This is an optimization exercise on Yosys and OpenROAD, whose aim is a short achievable clock period and few clock cycles, not a production implementation.
Function was checked by simulation only, so behaviour that the tests miss may differ from the original.
Power figures rest on the tool's default switching activity, not on a simulated workload.

===== design.v =====
package rv_isa_pkg;
	localparam int XLEN     = 32;
	localparam int NUM_REGS = 32;
	typedef logic [XLEN-1:0] word_t;
	typedef logic [4:0]      reg_idx_t;
	typedef logic [XLEN-3:0] mem_addr_t;
	typedef logic [6:0]      opcode_t;
	typedef logic [2:0]      funct3_t;
	localparam opcode_t OP_RTYPE  = 7'b0110011;
	localparam opcode_t OP_ITYPE  = 7'b0010011;
	localparam opcode_t OP_LOAD   = 7'b0000011;
	localparam opcode_t OP_STORE  = 7'b0100011;
	localparam opcode_t OP_BRANCH = 7'b1100011;
	localparam opcode_t OP_JAL    = 7'b1101111;
	localparam opcode_t OP_JALR   = 7'b1100111;
	localparam funct3_t F3_ADD  = 3'b000;
	localparam funct3_t F3_SLL  = 3'b001;
	localparam funct3_t F3_SLT  = 3'b010;
	localparam funct3_t F3_SLTU = 3'b011;
	localparam funct3_t F3_XOR  = 3'b100;
	localparam funct3_t F3_SR   = 3'b101;
	localparam funct3_t F3_OR   = 3'b110;
	localparam funct3_t F3_AND  = 3'b111;
	localparam funct3_t F3_BEQ  = 3'b000;
	localparam funct3_t F3_BNE  = 3'b001;
	localparam funct3_t F3_BLT  = 3'b100;
	localparam funct3_t F3_BGE  = 3'b101;
	localparam funct3_t F3_BLTU = 3'b110;
	localparam funct3_t F3_BGEU = 3'b111;
endpackage
package rv_pipe_pkg;
	typedef logic [3:0] alu_op_t;
	localparam alu_op_t ALU_ADD  = 4'd0;
	localparam alu_op_t ALU_SUB  = 4'd1;
	localparam alu_op_t ALU_XOR  = 4'd2;
	localparam alu_op_t ALU_OR   = 4'd3;
	localparam alu_op_t ALU_AND  = 4'd4;
	localparam alu_op_t ALU_SLL  = 4'd5;
	localparam alu_op_t ALU_SRL  = 4'd6;
	localparam alu_op_t ALU_SRA  = 4'd7;
	localparam alu_op_t ALU_SLT  = 4'd8;
	localparam alu_op_t ALU_SLTU = 4'd9;
	typedef logic [1:0] fwd_sel_t;
	localparam fwd_sel_t FWD_REG = 2'd0;
	localparam fwd_sel_t FWD_WB  = 2'd1;
	localparam fwd_sel_t FWD_MEM = 2'd2;
	localparam fwd_sel_t FWD_EX  = 2'd3;
	localparam logic [31:0] NOP_INSTR = 32'h0000_0013;
endpackage
`timescale 1ns/1ps
module rv_fetch_decode (
	input  logic      Clk,
	input  logic      rst_n,
	input  rv_isa_pkg::word_t     i_imem_rdata,
	input  logic      i_stall,
	input  logic      i_redirect,
	input  rv_isa_pkg::word_t     i_redirect_pc,
	input  logic      i_upd_br,
	input  logic [1:0] i_upd_ctr,
	input  logic      i_upd_jalr,
	input  logic [8:2] i_upd_pc,
	input  logic [11:1] i_upd_tgt,
	output rv_isa_pkg::mem_addr_t o_imem_addr,
	output logic      o_valid,
	output rv_isa_pkg::word_t     o_ir,
	output rv_isa_pkg::word_t     o_pc,
	output logic      o_pred_taken,
	output logic [1:0] o_ctr,
	output rv_isa_pkg::word_t     o_jalr_pred
);
	localparam int BHT_N = 64;
	localparam int BTB_N = 16;
	rv_isa_pkg::word_t pc;
	rv_isa_pkg::word_t fi;
	rv_isa_pkg::word_t pc_seq;
	rv_isa_pkg::word_t imm_j;
	rv_isa_pkg::word_t imm_b;
	rv_isa_pkg::word_t t_jal;
	rv_isa_pkg::word_t t_br;
	rv_isa_pkg::word_t t_jalr;
	rv_isa_pkg::word_t pred_npc;
	logic [12:0] lo_b;
	logic [20:0] lo_j;
	logic co_b;
	logic co_j;
	logic [31:13] pc_hi_p;
	logic [31:13] pc_hi_m;
	logic [31:21] pc_jhi_p;
	logic [31:21] pc_jhi_m;
	logic take_jalr;
	logic take_seq;
	logic f_jal;
	logic f_br;
	logic f_jalr;
	logic f_br_pred;
	logic bht_taken;
	logic [1:0] bht_ctr;
	logic btb_hit;
	logic [1:0]  bht     [BHT_N];
	logic        btb_v   [BTB_N];
	logic [2:0]  btb_tag [BTB_N];
	logic [11:1] btb_tgt [BTB_N];
	assign fi = i_imem_rdata;
	assign o_imem_addr = pc[rv_isa_pkg::XLEN-1:2];
	assign f_jal  = (fi[6:0] == rv_isa_pkg::OP_JAL);
	assign f_br   = (fi[6:0] == rv_isa_pkg::OP_BRANCH);
	assign f_jalr = (fi[6:0] == rv_isa_pkg::OP_JALR);
	assign imm_b = {{19{fi[31]}}, fi[31], fi[7], fi[30:25], fi[11:8], 1'b0};
	assign imm_j = {{11{fi[31]}}, fi[31], fi[19:12], fi[20], fi[30:21], 1'b0};
	always_comb begin
		bht_ctr = '0;
		for (int i = 0; i < BHT_N; i++) begin
			bht_ctr = bht_ctr | ({2{pc[7:2] == 6'(i)}} & bht[i]);
		end
	end
	assign bht_taken = bht_ctr[1];
	assign btb_hit   = btb_v[pc[5:2]] && (btb_tag[pc[5:2]] == pc[8:6]);
	assign f_br_pred = f_br && (fi[14:13] != 2'b01) && (fi[31] || bht_taken);
	rv_incdec #(.W(30), .L(5)) u_seq (
		.i_x   (pc[31:2]),
		.o_inc (pc_seq[31:2]),
		.o_dec ()
	);
	assign pc_seq[1:0] = pc[1:0];
	rv_incdec #(.W(19), .L(5)) u_hi_b (
		.i_x   (pc[31:13]),
		.o_inc (pc_hi_p),
		.o_dec (pc_hi_m)
	);
	rv_adder #(.W(13), .L(4)) u_add_b (
		.i_a    (pc[12:0]),
		.i_b    (imm_b[12:0]),
		.i_cin  (1'b0),
		.o_sum  (lo_b),
		.o_cout (co_b)
	);
	rv_adder #(.W(21), .L(5)) u_add_j (
		.i_a    (pc[20:0]),
		.i_b    (imm_j[20:0]),
		.i_cin  (1'b0),
		.o_sum  (lo_j),
		.o_cout (co_j)
	);
	rv_incdec #(.W(11), .L(4)) u_hi_j (
		.i_x   (pc[31:21]),
		.o_inc (pc_jhi_p),
		.o_dec (pc_jhi_m)
	);
	assign t_br  = {(co_b == fi[31]) ? pc[31:13] : (co_b ? pc_hi_p : pc_hi_m), lo_b};
	assign t_jal = {(co_j == fi[31]) ? pc[31:21] : (co_j ? pc_jhi_p : pc_jhi_m), lo_j};
	assign t_jalr = {pc[31:12], btb_tgt[pc[5:2]], 1'b0};
	assign take_jalr = f_jalr && btb_hit;
	assign take_seq  = !(f_jal || f_br_pred || take_jalr);
	assign pred_npc = ({32{f_jal}} & t_jal) | ({32{f_br_pred}} & t_br) |
		({32{take_jalr}} & t_jalr) | ({32{take_seq}} & pc_seq);
	always_ff @(posedge Clk) begin
		if (!rst_n) begin
			pc <= '0;
		end else if (i_redirect) begin
			pc <= i_redirect_pc;
		end else if (!i_stall) begin
			pc <= pred_npc;
		end
	end
	always_ff @(posedge Clk) begin
		if (!rst_n || i_redirect) begin
			o_valid <= 1'b0;
		end else if (!i_stall) begin
			o_valid <= 1'b1;
		end
	end
	always_ff @(posedge Clk) begin
		if (!i_stall) begin
			o_ir         <= fi;
			o_pc         <= pc;
			o_pred_taken <= f_br_pred;
			o_ctr        <= bht_ctr;
			o_jalr_pred  <= btb_hit ? t_jalr : pc_seq;
		end
	end
	always_ff @(posedge Clk) begin
		if (!rst_n) begin
			for (int i = 0; i < BHT_N; i++) begin
				bht[i] <= 2'b01;
			end
		end else if (i_upd_br) begin
			bht[i_upd_pc[7:2]] <= i_upd_ctr;
		end
	end
	always_ff @(posedge Clk) begin
		if (!rst_n) begin
			for (int i = 0; i < BTB_N; i++) begin
				btb_v[i] <= 1'b0;
			end
		end else if (i_upd_jalr) begin
			btb_v[i_upd_pc[5:2]] <= 1'b1;
		end
	end
	always_ff @(posedge Clk) begin
		if (i_upd_jalr) begin
			btb_tag[i_upd_pc[5:2]] <= i_upd_pc[8:6];
			btb_tgt[i_upd_pc[5:2]] <= i_upd_tgt;
		end
	end
endmodule
`timescale 1ns/1ps
module rv_reg_file (
	input  logic     Clk,
	input  logic     rst_n,
	input  rv_isa_pkg::reg_idx_t i_rs1,
	input  rv_isa_pkg::reg_idx_t i_rs2,
	input  rv_isa_pkg::reg_idx_t i_wr_idx,
	input  logic     i_wr_en,
	input  rv_isa_pkg::word_t    i_wr_data,
	output rv_isa_pkg::word_t    o_rs1_data,
	output rv_isa_pkg::word_t    o_rs2_data
);
	rv_isa_pkg::word_t regs [1:rv_isa_pkg::NUM_REGS-1];
	always_ff @(posedge Clk) begin
		if (!rst_n) begin
			for (int i = 1; i < rv_isa_pkg::NUM_REGS; i++) begin
				regs[i] <= '0;
			end
		end else if (i_wr_en) begin
			regs[i_wr_idx] <= i_wr_data;
		end
	end
	assign o_rs1_data = (i_rs1 == '0) ? '0 : regs[i_rs1];
	assign o_rs2_data = (i_rs2 == '0) ? '0 : regs[i_rs2];
endmodule
`timescale 1ns/1ps
module rv_hazard_unit (
	input  logic     i_valid,
	input  rv_isa_pkg::reg_idx_t i_rs1,
	input  rv_isa_pkg::reg_idx_t i_rs2,
	input  logic     i_use_rs1,
	input  logic     i_use_rs2,
	input  rv_isa_pkg::reg_idx_t i_ex_rd,
	input  rv_isa_pkg::reg_idx_t i_mem_rd,
	input  logic     i_ex_wen,
	input  logic     i_mem_wen,
	input  logic     i_ex_is_load,
	output logic     o_ex_rs1,
	output logic     o_mem_rs1,
	output logic     o_ex_rs2,
	output logic     o_mem_rs2,
	output logic     o_stall
);
	assign o_ex_rs1  = i_ex_wen && (i_ex_rd == i_rs1);
	assign o_mem_rs1 = i_mem_wen && (i_mem_rd == i_rs1);
	assign o_ex_rs2  = i_ex_wen && (i_ex_rd == i_rs2);
	assign o_mem_rs2 = i_mem_wen && (i_mem_rd == i_rs2);
	assign o_stall = i_valid && i_ex_is_load && i_ex_wen &&
		((i_use_rs1 && (i_ex_rd == i_rs1)) || (i_use_rs2 && (i_ex_rd == i_rs2)));
endmodule
`timescale 1ns/1ps
module rv_adder #(
	parameter int W = 32,
	parameter int L = 5
) (
	input  logic [W-1:0] i_a,
	input  logic [W-1:0] i_b,
	input  logic         i_cin,
	output logic [W-1:0] o_sum,
	output logic         o_cout
);
	logic [W-1:0] p0;
	logic [W-1:0] g [0:L];
	logic [W-1:0] p [0:L];
	assign p0   = i_a ^ i_b;
	assign p[0] = p0;
	assign g[0] = (i_a & i_b) | {{(W-1){1'b0}}, p0[0] & i_cin};
	for (genvar l = 0; l < L; l++) begin : g_lvl
		for (genvar i = 0; i < W; i++) begin : g_bit
			if (i >= (1 << l)) begin : g_comb
				assign g[l+1][i] = g[l][i] | (p[l][i] & g[l][i-(1<<l)]);
				assign p[l+1][i] = p[l][i] & p[l][i-(1<<l)];
			end else begin : g_pass
				assign g[l+1][i] = g[l][i];
				assign p[l+1][i] = p[l][i];
			end
		end
	end
	assign o_sum  = p0 ^ {g[L][W-2:0], i_cin};
	assign o_cout = g[L][W-1];
endmodule
module rv_incdec #(
	parameter int W = 32,
	parameter int L = 5
) (
	input  logic [W-1:0] i_x,
	output logic [W-1:0] o_inc,
	output logic [W-1:0] o_dec
);
	logic [W-1:0] ones  [0:L];
	logic [W-1:0] zeros [0:L];
	assign ones[0]  = i_x;
	assign zeros[0] = ~i_x;
	for (genvar l = 0; l < L; l++) begin : g_lvl
		for (genvar i = 0; i < W; i++) begin : g_bit
			if (i >= (1 << l)) begin : g_comb
				assign ones[l+1][i]  = ones[l][i] & ones[l][i-(1<<l)];
				assign zeros[l+1][i] = zeros[l][i] & zeros[l][i-(1<<l)];
			end else begin : g_pass
				assign ones[l+1][i]  = ones[l][i];
				assign zeros[l+1][i] = zeros[l][i];
			end
		end
	end
	assign o_inc = i_x ^ {ones[L][W-2:0], 1'b1};
	assign o_dec = i_x ^ {zeros[L][W-2:0], 1'b1};
endmodule
module rv_execute (
	input  logic      Clk,
	input  logic      rst_n,
	input  logic      i_bubble,
	input  rv_isa_pkg::reg_idx_t  i_rd,
	input  rv_isa_pkg::word_t     i_op_a,
	input  rv_isa_pkg::word_t     i_op_b,
	input  rv_isa_pkg::word_t     i_store_data,
	input  rv_isa_pkg::word_t     i_link,
	input  rv_isa_pkg::word_t     i_alt_pc,
	input  rv_isa_pkg::word_t     i_jalr_q0,
	input  rv_isa_pkg::word_t     i_jalr_q1,
	input  logic [8:2] i_pc,
	input  logic [9:0] i_sel,
	input  logic      i_sra,
	input  logic [6:0] i_mis,
	input  logic      i_pred_taken,
	input  logic [1:0] i_ctr,
	input  logic      i_is_branch,
	input  logic      i_is_jalr,
	input  logic      i_is_load,
	input  logic      i_is_store,
	input  logic      i_wen,
	input  rv_isa_pkg::word_t     i_dmem_rdata,
	output logic      o_redirect,
	output rv_isa_pkg::word_t     o_redirect_pc,
	output logic      o_upd_br,
	output logic [1:0] o_upd_ctr,
	output logic      o_upd_jalr,
	output logic [8:2] o_upd_pc,
	output logic [11:1] o_upd_tgt,
	output rv_isa_pkg::word_t     o_ex_result,
	output rv_isa_pkg::reg_idx_t  o_ex_rd,
	output logic      o_ex_wen,
	output logic      o_ex_is_load,
	output rv_isa_pkg::reg_idx_t  o_mem_rd,
	output logic      o_mem_wen,
	output rv_isa_pkg::word_t     o_mem_result,
	output logic      o_dmem_ren,
	output logic      o_dmem_wen,
	output rv_isa_pkg::mem_addr_t o_dmem_addr,
	output rv_isa_pkg::word_t     o_dmem_wdata
);
	localparam int S_ADD  = 0;
	localparam int S_SUB  = 1;
	localparam int S_XOR  = 2;
	localparam int S_OR   = 3;
	localparam int S_AND  = 4;
	localparam int S_SLL  = 5;
	localparam int S_SR   = 6;
	localparam int S_SLT  = 7;
	localparam int S_SLTU = 8;
	localparam int S_LINK = 9;
	localparam int M_EQ  = 0;
	localparam int M_NE  = 1;
	localparam int M_LT  = 2;
	localparam int M_GE  = 3;
	localparam int M_LTU = 4;
	localparam int M_GEU = 5;
	localparam int M_ANY = 6;
	rv_isa_pkg::word_t a;
	rv_isa_pkg::word_t b;
	rv_isa_pkg::word_t sdata;
	rv_isa_pkg::word_t link;
	rv_isa_pkg::word_t alt_pc;
	rv_isa_pkg::word_t q0;
	rv_isa_pkg::word_t q1;
	logic [8:2] pcl;
	logic [9:0] sel;
	logic       sra;
	logic [6:0] mis;
	logic       pred_taken;
	logic [1:0] ctr;
	logic       taken;
	logic       is_branch;
	logic       is_jalr;
	logic       is_load;
	logic       is_store;
	logic       wen;
	rv_isa_pkg::reg_idx_t rd;
	rv_isa_pkg::word_t sum_add;
	rv_isa_pkg::word_t sum_sub;
	logic       cout_add;
	logic       cout_sub;
	rv_isa_pkg::word_t sll;
	rv_isa_pkg::word_t sr;
	logic       eq;
	logic       lt;
	logic       ltu;
	logic       mis_br;
	logic       mis_jalr;
	logic       upd_br;
	logic [1:0] upd_ctr;
	logic       upd_jalr;
	logic [8:2] upd_pc;
	logic [11:1] upd_tgt;
	rv_isa_pkg::word_t mem_res;
	rv_isa_pkg::word_t mem_sdata;
	logic       mem_is_load;
	logic       mem_is_store;
	always_ff @(posedge Clk) begin
		if (!rst_n || i_bubble) begin
			is_branch <= 1'b0;
			is_jalr   <= 1'b0;
			is_load   <= 1'b0;
			is_store  <= 1'b0;
			wen       <= 1'b0;
			mis       <= '0;
		end else begin
			is_branch <= i_is_branch;
			is_jalr   <= i_is_jalr;
			is_load   <= i_is_load;
			is_store  <= i_is_store;
			wen       <= i_wen;
			mis       <= i_mis;
		end
	end
	always_ff @(posedge Clk) begin
		a          <= i_op_a;
		b          <= i_op_b;
		sdata      <= i_store_data;
		link       <= i_link;
		alt_pc     <= i_alt_pc;
		q0         <= i_jalr_q0;
		q1         <= i_jalr_q1;
		pcl        <= i_pc;
		sel        <= i_sel;
		sra        <= i_sra;
		pred_taken <= i_pred_taken;
		ctr        <= i_ctr;
		rd         <= i_rd;
	end
	rv_adder #(.W(32)) u_add (
		.i_a    (a),
		.i_b    (b),
		.i_cin  (1'b0),
		.o_sum  (sum_add),
		.o_cout (cout_add)
	);
	rv_adder #(.W(32)) u_sub (
		.i_a    (a),
		.i_b    (~b),
		.i_cin  (1'b1),
		.o_sum  (sum_sub),
		.o_cout (cout_sub)
	);
	assign sll = a << b[4:0];
	assign sr  = rv_isa_pkg::word_t'({{32{sra & a[31]}}, a} >> b[4:0]);
	assign eq  = (a == b);
	assign ltu = !cout_sub;
	assign lt  = (a[31] ^ b[31]) ? a[31] : ltu;
	assign o_ex_result =
		({32{sel[S_ADD]}}  & sum_add) |
		({32{sel[S_SUB]}}  & sum_sub) |
		({32{sel[S_XOR]}}  & (a ^ b)) |
		({32{sel[S_OR]}}   & (a | b)) |
		({32{sel[S_AND]}}  & (a & b)) |
		({32{sel[S_SLL]}}  & sll) |
		({32{sel[S_SR]}}   & sr) |
		{31'b0, sel[S_SLT] & lt} |
		{31'b0, sel[S_SLTU] & ltu} |
		({32{sel[S_LINK]}} & link);
	assign mis_br = (mis[M_EQ] & eq) | (mis[M_NE] & !eq) |
		(mis[M_LT] & lt) | (mis[M_GE] & !lt) |
		(mis[M_LTU] & ltu) | (mis[M_GEU] & !ltu) | mis[M_ANY];
	assign mis_jalr = is_jalr && (a != q0) && (a != q1);
	assign taken = pred_taken ^ mis_br;
	assign o_redirect    = mis_br || mis_jalr;
	assign o_redirect_pc = is_jalr ? {sum_add[31:1], 1'b0} : alt_pc;
	always_ff @(posedge Clk) begin
		if (!rst_n) begin
			upd_br   <= 1'b0;
			upd_jalr <= 1'b0;
		end else begin
			upd_br   <= is_branch;
			upd_jalr <= is_jalr;
		end
	end
	always_ff @(posedge Clk) begin
		if (taken) begin
			upd_ctr <= (ctr == 2'b11) ? 2'b11 : ctr + 2'b01;
		end else begin
			upd_ctr <= (ctr == 2'b00) ? 2'b00 : ctr - 2'b01;
		end
		upd_pc    <= pcl;
		upd_tgt   <= sum_add[11:1];
	end
	assign o_upd_br    = upd_br;
	assign o_upd_ctr   = upd_ctr;
	assign o_upd_jalr  = upd_jalr;
	assign o_upd_pc    = upd_pc;
	assign o_upd_tgt   = upd_tgt;
	assign o_ex_rd      = rd;
	assign o_ex_wen     = wen;
	assign o_ex_is_load = is_load;
	always_ff @(posedge Clk) begin
		if (!rst_n) begin
			o_mem_wen    <= 1'b0;
			mem_is_load  <= 1'b0;
			mem_is_store <= 1'b0;
		end else begin
			o_mem_wen    <= wen;
			mem_is_load  <= is_load;
			mem_is_store <= is_store;
		end
	end
	always_ff @(posedge Clk) begin
		o_mem_rd  <= rd;
		mem_res   <= o_ex_result;
		mem_sdata <= sdata;
	end
	assign o_dmem_ren   = mem_is_load;
	assign o_dmem_wen   = mem_is_store;
	assign o_dmem_addr  = mem_res[rv_isa_pkg::XLEN-1:2];
	assign o_dmem_wdata = mem_sdata;
	assign o_mem_result = mem_is_load ? i_dmem_rdata : mem_res;
endmodule
`timescale 1ns/1ps
module rv_core (
	input  logic      Clk,
	input  logic      rst_n,
	input  rv_isa_pkg::word_t     i_imem_rdata,
	input  rv_isa_pkg::word_t     i_dmem_rdata,
	output rv_isa_pkg::mem_addr_t o_imem_addr,
	output logic      o_dmem_ren,
	output logic      o_dmem_wen,
	output rv_isa_pkg::mem_addr_t o_dmem_addr,
	output rv_isa_pkg::word_t     o_dmem_wdata
);
	logic     id_valid;
	rv_isa_pkg::word_t    ir;
	rv_isa_pkg::word_t    id_pc;
	logic     id_pred_taken;
	rv_isa_pkg::word_t    id_jalr_pred;
	rv_isa_pkg::opcode_t  opcode;
	rv_isa_pkg::funct3_t  funct3;
	rv_isa_pkg::reg_idx_t rs1;
	rv_isa_pkg::reg_idx_t rs2;
	rv_isa_pkg::reg_idx_t rd;
	logic     is_rtype;
	logic     is_itype;
	logic     is_load;
	logic     is_store;
	logic     is_branch;
	logic     is_jal;
	logic     is_jalr;
	logic     use_rs1;
	logic     use_rs2;
	logic     wen;
	logic [9:0] sel;
	logic     sra;
	logic [6:0] mis;
	logic     f3_eq;
	logic     f3_ne;
	logic     f3_lt;
	logic     f3_ge;
	logic     f3_ltu;
	logic     f3_geu;
	logic     use_b_rs2;
	rv_isa_pkg::word_t    jalr_q0;
	rv_isa_pkg::word_t    jalr_q1;
	rv_isa_pkg::word_t    op_a;
	rv_isa_pkg::word_t    op_b;
	rv_isa_pkg::word_t    st_data;
	rv_isa_pkg::word_t    imm_i;
	rv_isa_pkg::word_t    imm_s;
	rv_isa_pkg::word_t    imm_b;
	rv_isa_pkg::word_t    rs1_data;
	rv_isa_pkg::word_t    rs2_data;
	rv_isa_pkg::word_t    rs1_val;
	rv_isa_pkg::word_t    rs2_val;
	rv_isa_pkg::word_t    pc_inc;
	rv_isa_pkg::word_t    alt_pc;
	logic     stall;
	logic     bubble;
	logic     ex_rs1;
	logic     mem_rs1;
	logic     ex_rs2;
	logic     mem_rs2;
	logic     redirect;
	rv_isa_pkg::word_t    redirect_pc;
	logic     upd_br;
	logic [1:0] upd_ctr;
	logic [1:0] id_ctr;
	logic     upd_jalr;
	logic [8:2] upd_pc;
	logic [11:1] upd_tgt;
	rv_isa_pkg::word_t    ex_result;
	rv_isa_pkg::reg_idx_t ex_rd;
	logic     ex_wen;
	logic     ex_is_load;
	rv_isa_pkg::reg_idx_t mem_rd;
	logic     mem_wen;
	rv_isa_pkg::word_t    mem_result;
	rv_fetch_decode u_fetch (
		.Clk           (Clk),
		.rst_n         (rst_n),
		.i_imem_rdata  (i_imem_rdata),
		.i_stall       (stall),
		.i_redirect    (redirect),
		.i_redirect_pc (redirect_pc),
		.i_upd_br      (upd_br),
		.i_upd_ctr     (upd_ctr),
		.i_upd_jalr    (upd_jalr),
		.i_upd_pc      (upd_pc),
		.i_upd_tgt     (upd_tgt),
		.o_imem_addr   (o_imem_addr),
		.o_valid       (id_valid),
		.o_ir          (ir),
		.o_pc          (id_pc),
		.o_pred_taken  (id_pred_taken),
		.o_ctr         (id_ctr),
		.o_jalr_pred   (id_jalr_pred)
	);
	assign opcode = ir[6:0];
	assign funct3 = ir[14:12];
	assign rs1    = ir[19:15];
	assign rs2    = ir[24:20];
	assign rd     = ir[11:7];
	assign is_rtype  = (opcode == rv_isa_pkg::OP_RTYPE);
	assign is_itype  = (opcode == rv_isa_pkg::OP_ITYPE);
	assign is_load   = (opcode == rv_isa_pkg::OP_LOAD);
	assign is_store  = (opcode == rv_isa_pkg::OP_STORE);
	assign is_branch = (opcode == rv_isa_pkg::OP_BRANCH);
	assign is_jal    = (opcode == rv_isa_pkg::OP_JAL);
	assign is_jalr   = (opcode == rv_isa_pkg::OP_JALR);
	assign use_rs1 = is_rtype || is_itype || is_load || is_store || is_branch || is_jalr;
	assign use_rs2 = is_rtype || is_store || is_branch;
	assign wen     = (is_rtype || is_itype || is_load || is_jal || is_jalr) && (rd != '0);
	assign imm_i = {{20{ir[31]}}, ir[31:20]};
	assign imm_s = {{20{ir[31]}}, ir[31:25], ir[11:7]};
	assign imm_b = {{19{ir[31]}}, ir[31], ir[7], ir[30:25], ir[11:8], 1'b0};
	always_comb begin
		sel = '0;
		sra = 1'b0;
		if (is_rtype || is_itype) begin
			case (funct3)
				(rv_isa_pkg::F3_ADD):  begin sel[1] = is_rtype && ir[30]; sel[0] = !(is_rtype && ir[30]); end
				(rv_isa_pkg::F3_SLL):  sel[5] = 1'b1;
				(rv_isa_pkg::F3_SLT):  sel[7] = 1'b1;
				(rv_isa_pkg::F3_SLTU): sel[8] = 1'b1;
				(rv_isa_pkg::F3_XOR):  sel[2] = 1'b1;
				(rv_isa_pkg::F3_SR):   begin sel[6] = 1'b1; sra = ir[30]; end
				(rv_isa_pkg::F3_OR):   sel[3] = 1'b1;
				default:               sel[4] = 1'b1;
			endcase
		end else if (is_jal || is_jalr) begin
			sel[9] = 1'b1;
		end else begin
			sel[0] = 1'b1;
		end
	end
	assign f3_eq  = (funct3 == rv_isa_pkg::F3_BEQ);
	assign f3_ne  = (funct3 == rv_isa_pkg::F3_BNE);
	assign f3_lt  = (funct3 == rv_isa_pkg::F3_BLT);
	assign f3_ge  = (funct3 == rv_isa_pkg::F3_BGE);
	assign f3_ltu = (funct3 == rv_isa_pkg::F3_BLTU);
	assign f3_geu = (funct3 == rv_isa_pkg::F3_BGEU);
	assign mis[0] = is_branch && ((f3_eq && !id_pred_taken) || (f3_ne && id_pred_taken));
	assign mis[1] = is_branch && ((f3_ne && !id_pred_taken) || (f3_eq && id_pred_taken));
	assign mis[2] = is_branch && ((f3_lt && !id_pred_taken) || (f3_ge && id_pred_taken));
	assign mis[3] = is_branch && ((f3_ge && !id_pred_taken) || (f3_lt && id_pred_taken));
	assign mis[4] = is_branch && ((f3_ltu && !id_pred_taken) || (f3_geu && id_pred_taken));
	assign mis[5] = is_branch && ((f3_geu && !id_pred_taken) || (f3_ltu && id_pred_taken));
	assign mis[6] = is_branch && (funct3[2:1] == 2'b01) && id_pred_taken;
	rv_adder #(.W(32)) u_q0 (
		.i_a    (id_jalr_pred),
		.i_b    (~imm_i),
		.i_cin  (1'b1),
		.o_sum  (jalr_q0),
		.o_cout ()
	);
	rv_adder #(.W(32)) u_q1 (
		.i_a    ({id_jalr_pred[31:1], 1'b1}),
		.i_b    (~imm_i),
		.i_cin  (1'b1),
		.o_sum  (jalr_q1),
		.o_cout ()
	);
	rv_reg_file u_reg_file (
		.Clk        (Clk),
		.rst_n      (rst_n),
		.i_rs1      (rs1),
		.i_rs2      (rs2),
		.i_wr_idx   (mem_rd),
		.i_wr_en    (mem_wen),
		.i_wr_data  (mem_result),
		.o_rs1_data (rs1_data),
		.o_rs2_data (rs2_data)
	);
	rv_hazard_unit u_hazard (
		.i_valid      (id_valid),
		.i_rs1        (rs1),
		.i_rs2        (rs2),
		.i_use_rs1    (use_rs1),
		.i_use_rs2    (use_rs2),
		.i_ex_rd      (ex_rd),
		.i_mem_rd     (mem_rd),
		.i_ex_wen     (ex_wen),
		.i_mem_wen    (mem_wen),
		.i_ex_is_load (ex_is_load),
		.o_ex_rs1     (ex_rs1),
		.o_mem_rs1    (mem_rs1),
		.o_ex_rs2     (ex_rs2),
		.o_mem_rs2    (mem_rs2),
		.o_stall      (stall)
	);
	assign use_b_rs2 = is_rtype || is_branch;
	assign rs1_val = mem_rs1 ? mem_result : rs1_data;
	assign rs2_val = mem_rs2 ? mem_result : rs2_data;
	assign op_a    = ex_rs1 ? ex_result : rs1_val;
	assign op_b    = (use_b_rs2 && ex_rs2) ? ex_result :
		use_b_rs2 ? rs2_val : (is_store ? imm_s : imm_i);
	assign st_data = ex_rs2 ? ex_result : rs2_val;
	assign pc_inc = id_pc + 32'd4;
	assign alt_pc = id_pred_taken ? pc_inc : (id_pc + imm_b);
	assign bubble = !id_valid || stall || redirect;
	rv_execute u_execute (
		.Clk           (Clk),
		.rst_n         (rst_n),
		.i_bubble      (bubble),
		.i_rd          (rd),
		.i_op_a        (op_a),
		.i_op_b        (op_b),
		.i_store_data  (st_data),
		.i_link        (pc_inc),
		.i_alt_pc      (alt_pc),
		.i_jalr_q0     (jalr_q0),
		.i_jalr_q1     (jalr_q1),
		.i_pc          (id_pc[8:2]),
		.i_sel         (sel),
		.i_sra         (sra),
		.i_mis         (mis),
		.i_pred_taken  (id_pred_taken),
		.i_ctr         (id_ctr),
		.i_is_branch   (is_branch),
		.i_is_jalr     (is_jalr),
		.i_is_load     (is_load),
		.i_is_store    (is_store),
		.i_wen         (wen),
		.i_dmem_rdata  (i_dmem_rdata),
		.o_redirect    (redirect),
		.o_redirect_pc (redirect_pc),
		.o_upd_br      (upd_br),
		.o_upd_ctr     (upd_ctr),
		.o_upd_jalr    (upd_jalr),
		.o_upd_pc      (upd_pc),
		.o_upd_tgt     (upd_tgt),
		.o_ex_result   (ex_result),
		.o_ex_rd       (ex_rd),
		.o_ex_wen      (ex_wen),
		.o_ex_is_load  (ex_is_load),
		.o_mem_rd      (mem_rd),
		.o_mem_wen     (mem_wen),
		.o_mem_result  (mem_result),
		.o_dmem_ren    (o_dmem_ren),
		.o_dmem_wen    (o_dmem_wen),
		.o_dmem_addr   (o_dmem_addr),
		.o_dmem_wdata  (o_dmem_wdata)
	);
endmodule

===== run.sh =====
#!/bin/bash
# synth_recipe.tcl (not shown) runs the flow's synth.tcl, then flattens the netlist and writes it again
# the make line also repeats each setting of config.mk as NAME=value (left out here)
make -C /OpenROAD-flow-scripts/flow DESIGN_CONFIG=/design/flow/config.mk WORK_HOME=/design/flow/orfs CLKGATE_MAP_FILE= SYNTH_SCRIPT=/design/flow/synth_recipe.tcl finish

===== config.mk =====
export PLATFORM = sky130hd
export DESIGN_NAME = rv_core
export DESIGN_NICKNAME = rv_core
export VERILOG_FILES = /design/flow/design.v
export SDC_FILE = /design/flow/constraint.sdc
export NUM_CORES = 4
export LEC_CHECK = 0
export ABC_CLOCK_PERIOD_IN_PS = 2700
export CAP_MARGIN = 20
export CORE_MARGIN = 2
export CORE_UTILIZATION = 40
export SETUP_SLACK_MARGIN = 3.3
export SLEW_MARGIN = 20

===== constraint.sdc =====
create_clock -name core_clock -period 6.0 [get_ports {Clk}]
set_input_delay 1.2000 -clock core_clock [delete_from_list [all_inputs] [get_ports {Clk}]]
set_output_delay 1.2000 -clock core_clock [all_outputs]
set_load 0.01 [all_outputs]

==> impl_metrics.py, run 1 <==
metrics = {
    "status": {
        "outcome": "finished clean",
    },
    "layout": {
        "fillers": 20995,
        "nNetsFinal": 9001,
        "drive_above_1_share_pct": 36.9,
        "final_cell_mix": "edfxtp_1 (1475), nor2_1 (1359), mux4_2 (766), buf_4 (581), dfxtp_1 (302)",
        "final_common_cell": "edfxtp_1",
        "area_delta_synth_final_pct": 27.9,
    },
    "global_routing": {
        "grt_max_degree": 69,
        "first_global_vias": 76823,
        "track_usage_pct": 32.8,
        "grt_pass1_wl_um": 593000,
        "grt_overflow": 0,
        "antenna_found_initial": 17,
    },
    "cts": {
        "cts_buffer_depth": 3,
        "clkSinkCount": 1893,
        "cts_root_buffer": "clkbuf_16",
        "worst_skew_pair.late_latency_ns": 0.89,
        "clk_pin_slew_worst_paths_ns": 0.07,
        "postCtsHoldBufs": 0,
        "cts_buffers": 201,
        "htree_num_levels": 4,
        "cts_tree": "built",
    },
    "critical_path": {
        "critPathMaxFanout": 5,
        "start_kind": "flop",
        "required_ns": 6.80,
        "slowest_delay_ns": 0.60,
        "reg2regPathDepth": 13,
        "crit_chain": "inv_4 > ha_4 > or4_4 > or4b_4 > a21o_1 > a31o_1 > a211oi_4 > buf_12 > nand4_4 > nor4_4 > buf_12 > nand2_4 > nor3_2",
        "ff2ff_setup_slack_ns": 2.22,
        "crit_slowest_cell": "or4b_4",
        "critPathLaunch": "u_execute.b[29]",
        "r2r-start": "u_execute.b[29]",
        "end_kind": "flop",
        "path_common_cell": "buf_12",
        "crit_type": "reg -> reg",
        "cp.arrival_ns": 4.58,
        "crit_path_end": "u_execute.mis[0]",
        "r2r-end": "u_execute.mis[0]",
    },
    "timing": {
        "fin_crit_sh_pct": 63.1,
        "hold_ws_ns": 0.295,
        "finalMaxSlewViolations": 0,
        "max_freq_ghz": 0.264,
        "relSlewSlack_pct": 17.0,
        "tightest_slew_ns": 1.24,
        "setup_tns_ns": 0,
        "setup_viol": 0,
        "period_needed_ns": 3.78,
        "fin_skew_ns": 0.0680,
        "hold_viol": 0,
        "rsz0062_at_grt": "yes",
    },
    "floorplanning": {
        "fp.dieArea_sq_mm": 0.255,
        "die-height_um": 505,
        "start_util_pct": 40.1,
        "die_w_um": 505,
        "row_count": 184,
        "core_sq_mm": 0.251,
        "ios": 160,
    },
    "logic_synthesis": {
        "syn_area_sq_mm": 0.101,
        "syn-instance-count": 8154,
        "synth-edff-count": 1475,
        "synth_area_per_cell_sq_um": 12.3,
        "syn_nets": 8416,
        "async_flop_share_pct": 0,
        "ys_ff_latch": 1893,
        "yosysSeqAreaShare_pct": 52.4,
        "yosys_warnings": 22,
        "yosys_most_used_dff": "edfxtp_1",
        "synth_cell_types": 95,
    },
    "route": {
        "routed_via_density": 6.51,
        "antenna_left": 0,
        "first_iter_violations": 12336,
        "vias": 79972,
        "dr.pass1.iters": 8,
        "totalWireLength_um": 435000,
        "routedWlPerCell_um": 35.4,
        "drcViolationCount": 0,
    },
    "power_and_ir_drop": {
        "p_per_area_mw_per_mm2": 340,
        "vdd_ir_drop_max_uv": 295,
        "p_leak_uw": 0.0469,
    },
    "placed_design": {
        "portBuffers": 159,
        "dp_hpwl_um": 266000,
        "place_congestion": 0.984,
    },
    "flow_run": {
        "max-cap-violations": 0,
    },
    "hold_path": {
        "min_path_type": "reg -> reg",
    },
}
synth_stat cells (102+ instances only):
cell type,instances,share of area (%)
dfxtp_1,418,8.3
nor3_1,131,0.65
clkbuf_1,572,2.1
o21ai_0,308,1.5
edfxtp_1,1475,44
nand2_1,410,1.5
nand3_1,108,0.54
a21oi_1,289,1.4
xnor2_1,184,1.6
mux2i_1,130,1.3
nor2_1,1451,5.4
buf_1,102,0.38
xor2_1,120,1.0
ha_1,190,2.4
mux4_2,766,17
inv_1,231,0.86
critical path: cells and delay by family, from the launching register on:
family	cells	cell delay, ns
simple gates	6	1.76
compound gates	3	0.84
buf+inv	3	0.44
flops	1	0.39
fa+ha+maj	1	0.21
per-layer routing:
metal,global-route usage (%),up-vias,wire length [um]
li1,-,31944,-
met1,43.5,40730,160000
met2,48.4,5978,188000
met3,9.45,1312,57400
met4,18.0,8,29800
met5,0.225,-,118
flip-flops by register name, summed over array words and instances (netlist names), 48 cells and up, named ones only:
signal and count:
u_fetch.bht 128, u_fetch.btb_tag 48, u_fetch.btb_tgt 176, u_reg_file.regs 1024
worst min-delay path by stage:
stage                        endpoint  cells after the start               start  slack [ns]
2_1_floorplan  u_execute.mem_sdata[0]                      0  u_execute.sdata[0]        0.31
3_3_place_gp      u_execute.upd_pc[2]                      0    u_execute.pcl[2]        0.31
3_5_place_dp      u_execute.upd_pc[6]                      0    u_execute.pcl[6]        0.31
4_1_cts           u_execute.alt_pc[0]                      0     u_fetch.o_pc[0]        0.29
5_1_grt           u_execute.alt_pc[0]                      0     u_fetch.o_pc[0]        0.31
6_report          u_execute.alt_pc[0]                      0     u_fetch.o_pc[0]        0.30
where the power goes:
| part | internal, uW | switching [uW] |
|---|---|---|
| combinational | 5680 | 8250 |
| clock | 7450 | 5730 |
| sequential | 15500 | 1200 |
final cells by class:
| class | instances | area [sq um] | share of cell area, % |
|---|---|---|---|
| sequential | 1893 | 53000 | 41.2 |
| multi-input combinational | 5270 | 51300 | 39.9 |
| timing repair buffer | 1135 | 12200 | 9.45 |
| clock buffer | 248 | 5370 | 4.18 |
| tap | 3348 | 4190 | 3.26 |
| clock inverter | 133 | 1530 | 1.19 |
| inverter | 238 | 971 | 0.755 |
| antenna | 12 | 30.0 | 0.0234 |
metrics by stage:
step	power, uW	worst slack, ns	util (%)	std cells	instance area (sq um)
global route	44800	2.15	51.3	12268	129000
CTS	42300	2.17	49.5	12021	124000
detailed placement	27100	0.809	43.0	11163	108000
finish	43800	2.22	51.3	12277	129000
floorplan	22800	2.28	-	8154	103000
global placement	27100	0.217	43.0	11159	108000
what timing repair did:
item | CTS | global route
cloned | 44 | 16
buffers inserted | 433 | 228
setup endpoints to repair | 1337 | 664
pin swaps | 269 | 287
resized for setup | 1410 | 503
cell families (layout without fill, tap and decap cells):
logic type                 Yosys count  count (layout)  synth area share [%]
AOI/OAI and AO/OA                 1241            1241                  8.14
xor gates and xnor gates           304             304                  2.65
adders and majority gates          198             198                  2.50
buffers and inverters             1013            1754                  4.07
DFF                               1893            1893                  52.4
muxes                              956             956                  19.1
other                                0              12                     0
and+or+nand+nor                   2549            2571                  11.1
Testbench counts, summed over its fixed seeds: cycles 144,246.
==> run 2: changes to the inputs <==
--- a/design.v
+++ b/design.v
@@ -71,6 +71,8 @@
 	localparam int BHT_N = 64;
 	localparam int BTB_N = 16;
 	rv_isa_pkg::word_t pc;
+	rv_isa_pkg::word_t pc_d;
+	rv_isa_pkg::mem_addr_t pc_port_n;
 	rv_isa_pkg::word_t fi;
 	rv_isa_pkg::word_t pc_seq;
 	rv_isa_pkg::word_t imm_j;
@@ -101,7 +103,7 @@
 	logic [2:0]  btb_tag [BTB_N];
 	logic [11:1] btb_tgt [BTB_N];
 	assign fi = i_imem_rdata;
-	assign o_imem_addr = pc[rv_isa_pkg::XLEN-1:2];
+	assign o_imem_addr = ~pc_port_n;
 	assign f_jal  = (fi[6:0] == rv_isa_pkg::OP_JAL);
 	assign f_br   = (fi[6:0] == rv_isa_pkg::OP_BRANCH);
 	assign f_jalr = (fi[6:0] == rv_isa_pkg::OP_JALR);
@@ -153,16 +155,22 @@
 	assign take_seq  = !(f_jal || f_br_pred || take_jalr);
 	assign pred_npc = ({32{f_jal}} & t_jal) | ({32{f_br_pred}} & t_br) |
 		({32{take_jalr}} & t_jalr) | ({32{take_seq}} & pc_seq);
-	always_ff @(posedge Clk) begin
+	always_comb begin
 		if (!rst_n) begin
-			pc <= '0;
+			pc_d = '0;
 		end else if (i_redirect) begin
-			pc <= i_redirect_pc;
+			pc_d = i_redirect_pc;
 		end else if (!i_stall) begin
-			pc <= pred_npc;
+			pc_d = pred_npc;
+		end else begin
+			pc_d = pc;
 		end
 	end
 	always_ff @(posedge Clk) begin
+		pc        <= pc_d;
+		pc_port_n <= ~pc_d[rv_isa_pkg::XLEN-1:2];
+	end
+	always_ff @(posedge Clk) begin
 		if (!rst_n || i_redirect) begin
 			o_valid <= 1'b0;
 		end else if (!i_stall) begin
@@ -170,7 +178,13 @@
 		end
 	end
 	always_ff @(posedge Clk) begin
-		if (!i_stall) begin
+		if (!rst_n) begin
+			o_ir         <= '0;
+			o_pc         <= '0;
+			o_pred_taken <= 1'b0;
+			o_ctr        <= '0;
+			o_jalr_pred  <= '0;
+		end else if (!i_stall) begin
 			o_ir         <= fi;
 			o_pc         <= pc;
 			o_pred_taken <= f_br_pred;
@@ -310,6 +324,31 @@
 	assign o_inc = i_x ^ {ones[L][W-2:0], 1'b1};
 	assign o_dec = i_x ^ {zeros[L][W-2:0], 1'b1};
 endmodule
+module rv_ltu #(
+	parameter int W = 32,
+	parameter int L = 5
+) (
+	input  logic [W-1:0] i_a,
+	input  logic [W-1:0] i_b,
+	output logic         o_ltu
+);
+	logic [W-1:0] g [0:L];
+	logic [W-1:0] t [0:L];
+	assign g[0] = i_a & ~i_b;
+	assign t[0] = i_a | ~i_b;
+	for (genvar l = 0; l < L; l++) begin : g_lvl
+		for (genvar i = 0; i < W; i++) begin : g_bit
+			if (i >= (1 << l)) begin : g_comb
+				assign g[l+1][i] = g[l][i] | (t[l][i] & g[l][i-(1<<l)]);
+				assign t[l+1][i] = t[l][i] & t[l][i-(1<<l)];
+			end else begin : g_pass
+				assign g[l+1][i] = g[l][i];
+				assign t[l+1][i] = t[l][i];
+			end
+		end
+	end
+	assign o_ltu = !(g[L][W-1] | t[L][W-1]);
+endmodule
 module rv_execute (
 	input  logic      Clk,
 	input  logic      rst_n,
@@ -372,6 +411,10 @@
 	localparam int M_ANY = 6;
 	rv_isa_pkg::word_t a;
 	rv_isa_pkg::word_t b;
+	rv_isa_pkg::word_t a_s;
+	rv_isa_pkg::word_t b_s;
+	rv_isa_pkg::word_t a_c;
+	rv_isa_pkg::word_t b_c;
 	rv_isa_pkg::word_t sdata;
 	rv_isa_pkg::word_t link;
 	rv_isa_pkg::word_t alt_pc;
@@ -428,6 +471,19 @@
 		end
 	end
 	always_ff @(posedge Clk) begin
+		if (!rst_n) begin
+			a_s <= '1;
+			b_s <= '1;
+			a_c <= '0;
+			b_c <= '0;
+		end else begin
+			a_s <= i_op_a;
+			b_s <= i_op_b;
+			a_c <= i_op_a;
+			b_c <= i_op_b;
+		end
+	end
+	always_ff @(posedge Clk) begin
 		a          <= i_op_a;
 		b          <= i_op_b;
 		sdata      <= i_store_data;
@@ -443,8 +499,8 @@
 		rd         <= i_rd;
 	end
 	rv_adder #(.W(32)) u_add (
-		.i_a    (a),
-		.i_b    (b),
+		.i_a    (a_s),
+		.i_b    (b_s),
 		.i_cin  (1'b0),
 		.o_sum  (sum_add),
 		.o_cout (cout_add)
@@ -458,9 +514,13 @@
 	);
 	assign sll = a << b[4:0];
 	assign sr  = rv_isa_pkg::word_t'({{32{sra & a[31]}}, a} >> b[4:0]);
-	assign eq  = (a == b);
-	assign ltu = !cout_sub;
-	assign lt  = (a[31] ^ b[31]) ? a[31] : ltu;
+	assign eq  = (a_c == b_c);
+	rv_ltu #(.W(32), .L(5)) u_ltu (
+		.i_a   (a_c),
+		.i_b   (b_c),
+		.o_ltu (ltu)
+	);
+	assign lt  = (a_c[31] ^ b_c[31]) ? a_c[31] : ltu;
 	assign o_ex_result =
 		({32{sel[S_ADD]}}  & sum_add) |
 		({32{sel[S_SUB]}}  & sum_sub) |
@@ -475,7 +535,7 @@
 	assign mis_br = (mis[M_EQ] & eq) | (mis[M_NE] & !eq) |
 		(mis[M_LT] & lt) | (mis[M_GE] & !lt) |
 		(mis[M_LTU] & ltu) | (mis[M_GEU] & !ltu) | mis[M_ANY];
-	assign mis_jalr = is_jalr && (a != q0) && (a != q1);
+	assign mis_jalr = is_jalr && (a_c != q0) && (a_c != q1);
 	assign taken = pred_taken ^ mis_br;
 	assign o_redirect    = mis_br || mis_jalr;
 	assign o_redirect_pc = is_jalr ? {sum_add[31:1], 1'b0} : alt_pc;
--- a/config.mk
+++ b/config.mk
@@ -5,9 +5,10 @@
 export SDC_FILE = /design/flow/constraint.sdc
 export NUM_CORES = 4
 export LEC_CHECK = 0
+export ABC_AREA = 1
 export ABC_CLOCK_PERIOD_IN_PS = 2700
 export CAP_MARGIN = 20
 export CORE_MARGIN = 2
 export CORE_UTILIZATION = 40
-export SETUP_SLACK_MARGIN = 3.3
+export SETUP_SLACK_MARGIN = 3.5
 export SLEW_MARGIN = 20
==> run 2 against run 1 <==
Against the previous run:
- clock-buffer cell count up 56
- critical path depth grew 5
- sequential power barely moved
- worst hold slack better by 0.031 ns
- wire length grew 21%
- sequential share of layout area shrank 3.4 points
- die area is 11% higher
- first-iteration DRC count increased by 28%
- via count rose by 38%
- final cell count rose by 50%
- critical endpoint is now u_fetch.pc[14]
- highest routed layer unchanged
==> impl_metrics.py, run 2 <==
metrics = {
    "route": {
        "first_iter_violations": 15783,
        "drcViolationCount": 0,
        "routed_via_density": 6.02,
        "routedWlPerCell_um": 28.6,
        "totalWireLength_um": 525000,
        "antenna_left": 0,
        "vias": 110409,
        "dr.pass1.iters": 9,
    },
    "critical_path": {
        "path_common_cell": "nand2_1",
        "slowest_delay_ns": 0.36,
        "crit_buf_inv": 4,
        "reg2regPathDepth": 18,
        "end_kind": "flop",
        "critPathLaunch": "u_execute.b_c[2]",
        "r2r-start": "u_execute.b_c[2]",
        "crit_slowest_cell": "nor3_4",
        "crit_cells": 18,
        "ff2ff_setup_slack_ns": 3.01,
        "critical-path-top-delay-family": "simple AND/OR/NAND/NOR gates",
        "critPathMaxFanout": 6,
        "crit_type": "reg -> reg",
        "crit_chain": "inv_2 > ha_4 > nand4_1 > nor3_4 > nand2_1 > nand2_1 > nand2_1 > nor2_1 > nand2_2 > nor2_4 > nand4_4 > buf_8 > buf_12 > nor2_4 > buf_8 > nand2_2 > nand2_1 > a21oi_1",
        "r2r-end": "u_fetch.pc[14]",
        "crit_path_end": "u_fetch.pc[14]",
        "start_kind": "flop",
        "cp.arrival_ns": 3.70,
        "required_ns": 6.71,
    },
    "layout": {
        "nNetsFinal": 14797,
        "largest_reg_flops": 1024,
        "final_cells": 18355,
        "area_delta_synth_final_pct": 30.4,
        "final_common_cell": "nand2_1",
        "fillers": 25288,
        "layout.core_utilization_pct": 52.3,
        "drive_above_1_share_pct": 23.7,
        "final_cell_mix": "nand2_1 (1992), nor2_1 (1649), edfxtp_1 (1376), inv_1 (1288), o21ai_0 (1176)",
        "top_register": "u_reg_file.regs",
    },
    "logic_synthesis": {
        "syn_area_sq_mm": 0.112,
        "synth_cell_types": 59,
        "synth-edff-count": 1376,
        "yosysSeqAreaShare_pct": 48.9,
        "async_flop_share_pct": 0,
        "ys_top_cells_by_count": "nand2_1 (2459), nor2_1 (1846), o21ai_0 (1485), inv_1 (1458), edfxtp_1 (1376)",
        "synth_top_cell_area_share_pct": 36.9,
        "synth_area_leader_cell": "edfxtp_1",
        "synth_area_per_cell_sq_um": 7.96,
        "ys_ff_latch": 2047,
        "syn-instance-count": 14057,
        "yosysMostFrequentCell": "nand2_1",
        "synthTopCellsByArea": "edfxtp_1 (37%), dfxtp_1 (12%), nand2_1 (8.2%)",
        "syn_nets": 14413,
        "yosys_warnings": 25,
        "yosys_most_used_dff": "edfxtp_1",
    },
    "placed_design": {
        "dp_hpwl_um": 302000,
        "place_congestion": 1.02,
        "portBuffers": 159,
        "dp.cells": 17187,
    },
    "global_routing": {
        "grt_overflow": 0,
        "grt_pass1_wl_um": 724000,
        "antenna_found_initial": 15,
        "grt_max_degree": 177,
        "first_global_vias": 101356,
        "track_usage_pct": 34.7,
    },
    "timing": {
        "tightest_slew_ns": 1.18,
        "period_needed_ns": 2.99,
        "rsz0062_at_grt": "yes",
        "hold_ws_ns": 0.326,
        "max_freq_ghz": 0.335,
        "relSlewSlack_pct": 21.5,
        "fin_crit_sh_pct": 49.8,
        "setup_viol": 0,
        "finalMaxSlewViolations": 0,
        "setup_tns_ns": 0,
        "fin_skew_ns": 0.122,
        "hold_viol": 0,
    },
    "status": {
        "outcome": "finished clean",
    },
    "hold_path": {
        "min_path_type": "reg -> reg",
    },
    "cts": {
        "clkSinkCount": 2047,
        "clk_pin_slew_worst_paths_ns": 0.06,
        "worst_skew_pair.late_latency_ns": 0.96,
        "htree_num_levels": 4,
        "cts_root_buffer": "clkbuf_16",
        "postCtsHoldBufs": 0,
        "cts_tree": "built",
        "cts_buffer_depth": 4,
        "cts_buffers": 228,
    },
    "floorplanning": {
        "die-height_um": 533,
        "fp.dieArea_sq_mm": 0.284,
        "start_util_pct": 40.1,
        "ios": 160,
        "die_w_um": 533,
        "core_sq_mm": 0.279,
        "row_count": 194,
    },
    "power_and_ir_drop": {
        "p_leak_uw": 0.0586,
        "vdd_ir_drop_max_uv": 292,
        "p_per_area_mw_per_mm2": 281,
    },
    "flow_run": {
        "max-cap-violations": 0,
    },
}
[run 2: cell count changes after synthesis, sizes merged, moves of 115 or more]
| cell | change |
|---|---|
| nand2 | +2052 |
| inv | +1241 |
| o21ai | +1213 |
| a21oi | +954 |
| nand3 | +866 |
| mux4 | -766 |
| nor2 | +410 |
| dfxtp | +253 |
| o211ai | +212 |
| xnor2 | -157 |
| clkbuf | +141 |
| o221ai | +126 |
| mux2i | -115 |
[run 2: per-stage QoR]
step	setup WS, ns	total power, uW	instance area [sq um]
after floorplan	2.89	20500	114000
after global placement	1.58	23700	118000
after detailed placement	1.60	23700	118000
after CTS	3.08	39500	139000
after global routing	2.90	42000	146000
final	3.01	41000	146000
[run 2: kinds of logic after synthesis]
kind of cell	Yosys count	share of synthesized area (%)
AO/OA/AOI/OAI	3419	16.8
multiplexers	16	0.144
AND/OR/NAND/NOR	5598	20.5
flip-flops	2047	48.9
XOR/XNOR	219	1.71
adder cells (fa/ha/maj)	290	3.28
buffers and inverters	2468	8.56
[run 2: worst register-to-register path, stage by stage (launching register included)]
cell and delay, ns:
dfxtp_2 0.35, inv_2 0.05, ha_4 0.25, nand4_1 0.24
nor3_4 0.36, nand2_1 0.08, nand2_1 0.07, nand2_1 0.05
nor2_1 0.10, nand2_2 0.08, nor2_4 0.13, nand4_4 0.21
buf_8 0.21, buf_12 0.14, nor2_4 0.12, buf_8 0.17
nand2_2 0.07, nand2_1 0.06, a21oi_1 0.06
[run 2: what timing repair did]
item / 4_1_cts / 5_1_grt
gates resized for setup: 2526 / 1173
setup buffers: 408 / 197
pin swaps: 343 / 442
endpoints found under the setup margin: 1713 / 1582
gates cloned: 107 / 36
[run 2: worst min path at each step]
stage	startpoint	to	slack [ns]	depth (start not counted)
after floorplan	u_execute.sdata[0]	u_execute.mem_sdata[0]	0.31	0
after global placement	u_execute.pcl[4]	u_execute.upd_pc[4]	0.31	0
after detailed placement	u_execute.sdata[30]	u_execute.mem_sdata[30]	0.31	0
after CTS	u_execute.sdata[15]	u_execute.mem_sdata[15]	0.32	0
after global routing	u_execute.pcl[4]	u_execute.upd_pc[4]	0.33	0
final	u_execute.sdata[27]	u_execute.mem_sdata[27]	0.33	0
[run 2: per-layer routing]
layer,share of wire (%),global-route usage [%]
met5,0.016,0
met4,8.4,23.1
met3,12,8.43
met2,43,52.5
met1,36,44.1
[run 2: cell type report]
cell class                 count  area (sq um)  area share [%]
multi-input combinational   9562         58700            40.2
sequential                  2047         55200            37.9
timing repair buffer        1105         14000            9.59
clock buffer                 304          6430            4.40
inverter                    1484          5900            4.04
tap                         3724          4660            3.19
clock inverter               109           908           0.622
timing repair inverter        13           111          0.0763
antenna                        7          17.5          0.0120
[run 2: power by group]
| group | switching, uW | leakage (uW) | internal, uW |
|---|---|---|---|
| registers | 651 | 0.0195 | 15800 |
| logic | 6880 | 0.0355 | 3530 |
| clock network | 6170 | 0.00362 | 7950 |
Testbench counts of run 2, summed over its fixed seeds: cycles 144,246.

-- separate check: timing with driven ports --
No port has a modelled driver above. Below, the same layouts with a new extraction and two added sets of constraints. Step 1 (the two cells are an assumption about what drives the block):
set clk [get_ports {Clk}]
set_driving_cell -lib_cell sky130_fd_sc_hd__clkbuf_16 $clk
set_driving_cell -lib_cell sky130_fd_sc_hd__buf_2 [delete_from_list [all_inputs] $clk]
Step 2 also shifts input and output timing later by t, the mid clock arrival at the registers, as if the neighbouring blocks saw the same clock. Slacks: ideal / step 1 / step 2; pairs: ideal / step 1.
run | t (ns) | setup slack, ns | worst hold slack (ns) | worst setup path after step 2 | pins driven straight from the clock port
run 1 | 0.965 | 2.215 / 2.215 / 1.389 | 0.295 / 0.295 / 0.295 | input to register | 1
run 2 | 0.995 | 3.012 / 3.012 / 2.128 | 0.326 / 0.326 / 0.326 | input to register | 1
After both steps every run listed still meets setup and hold. For run 2, which loses most, drivers alone change the setup slack by 0.000 ns; drivers and shift together by -0.884 ns.
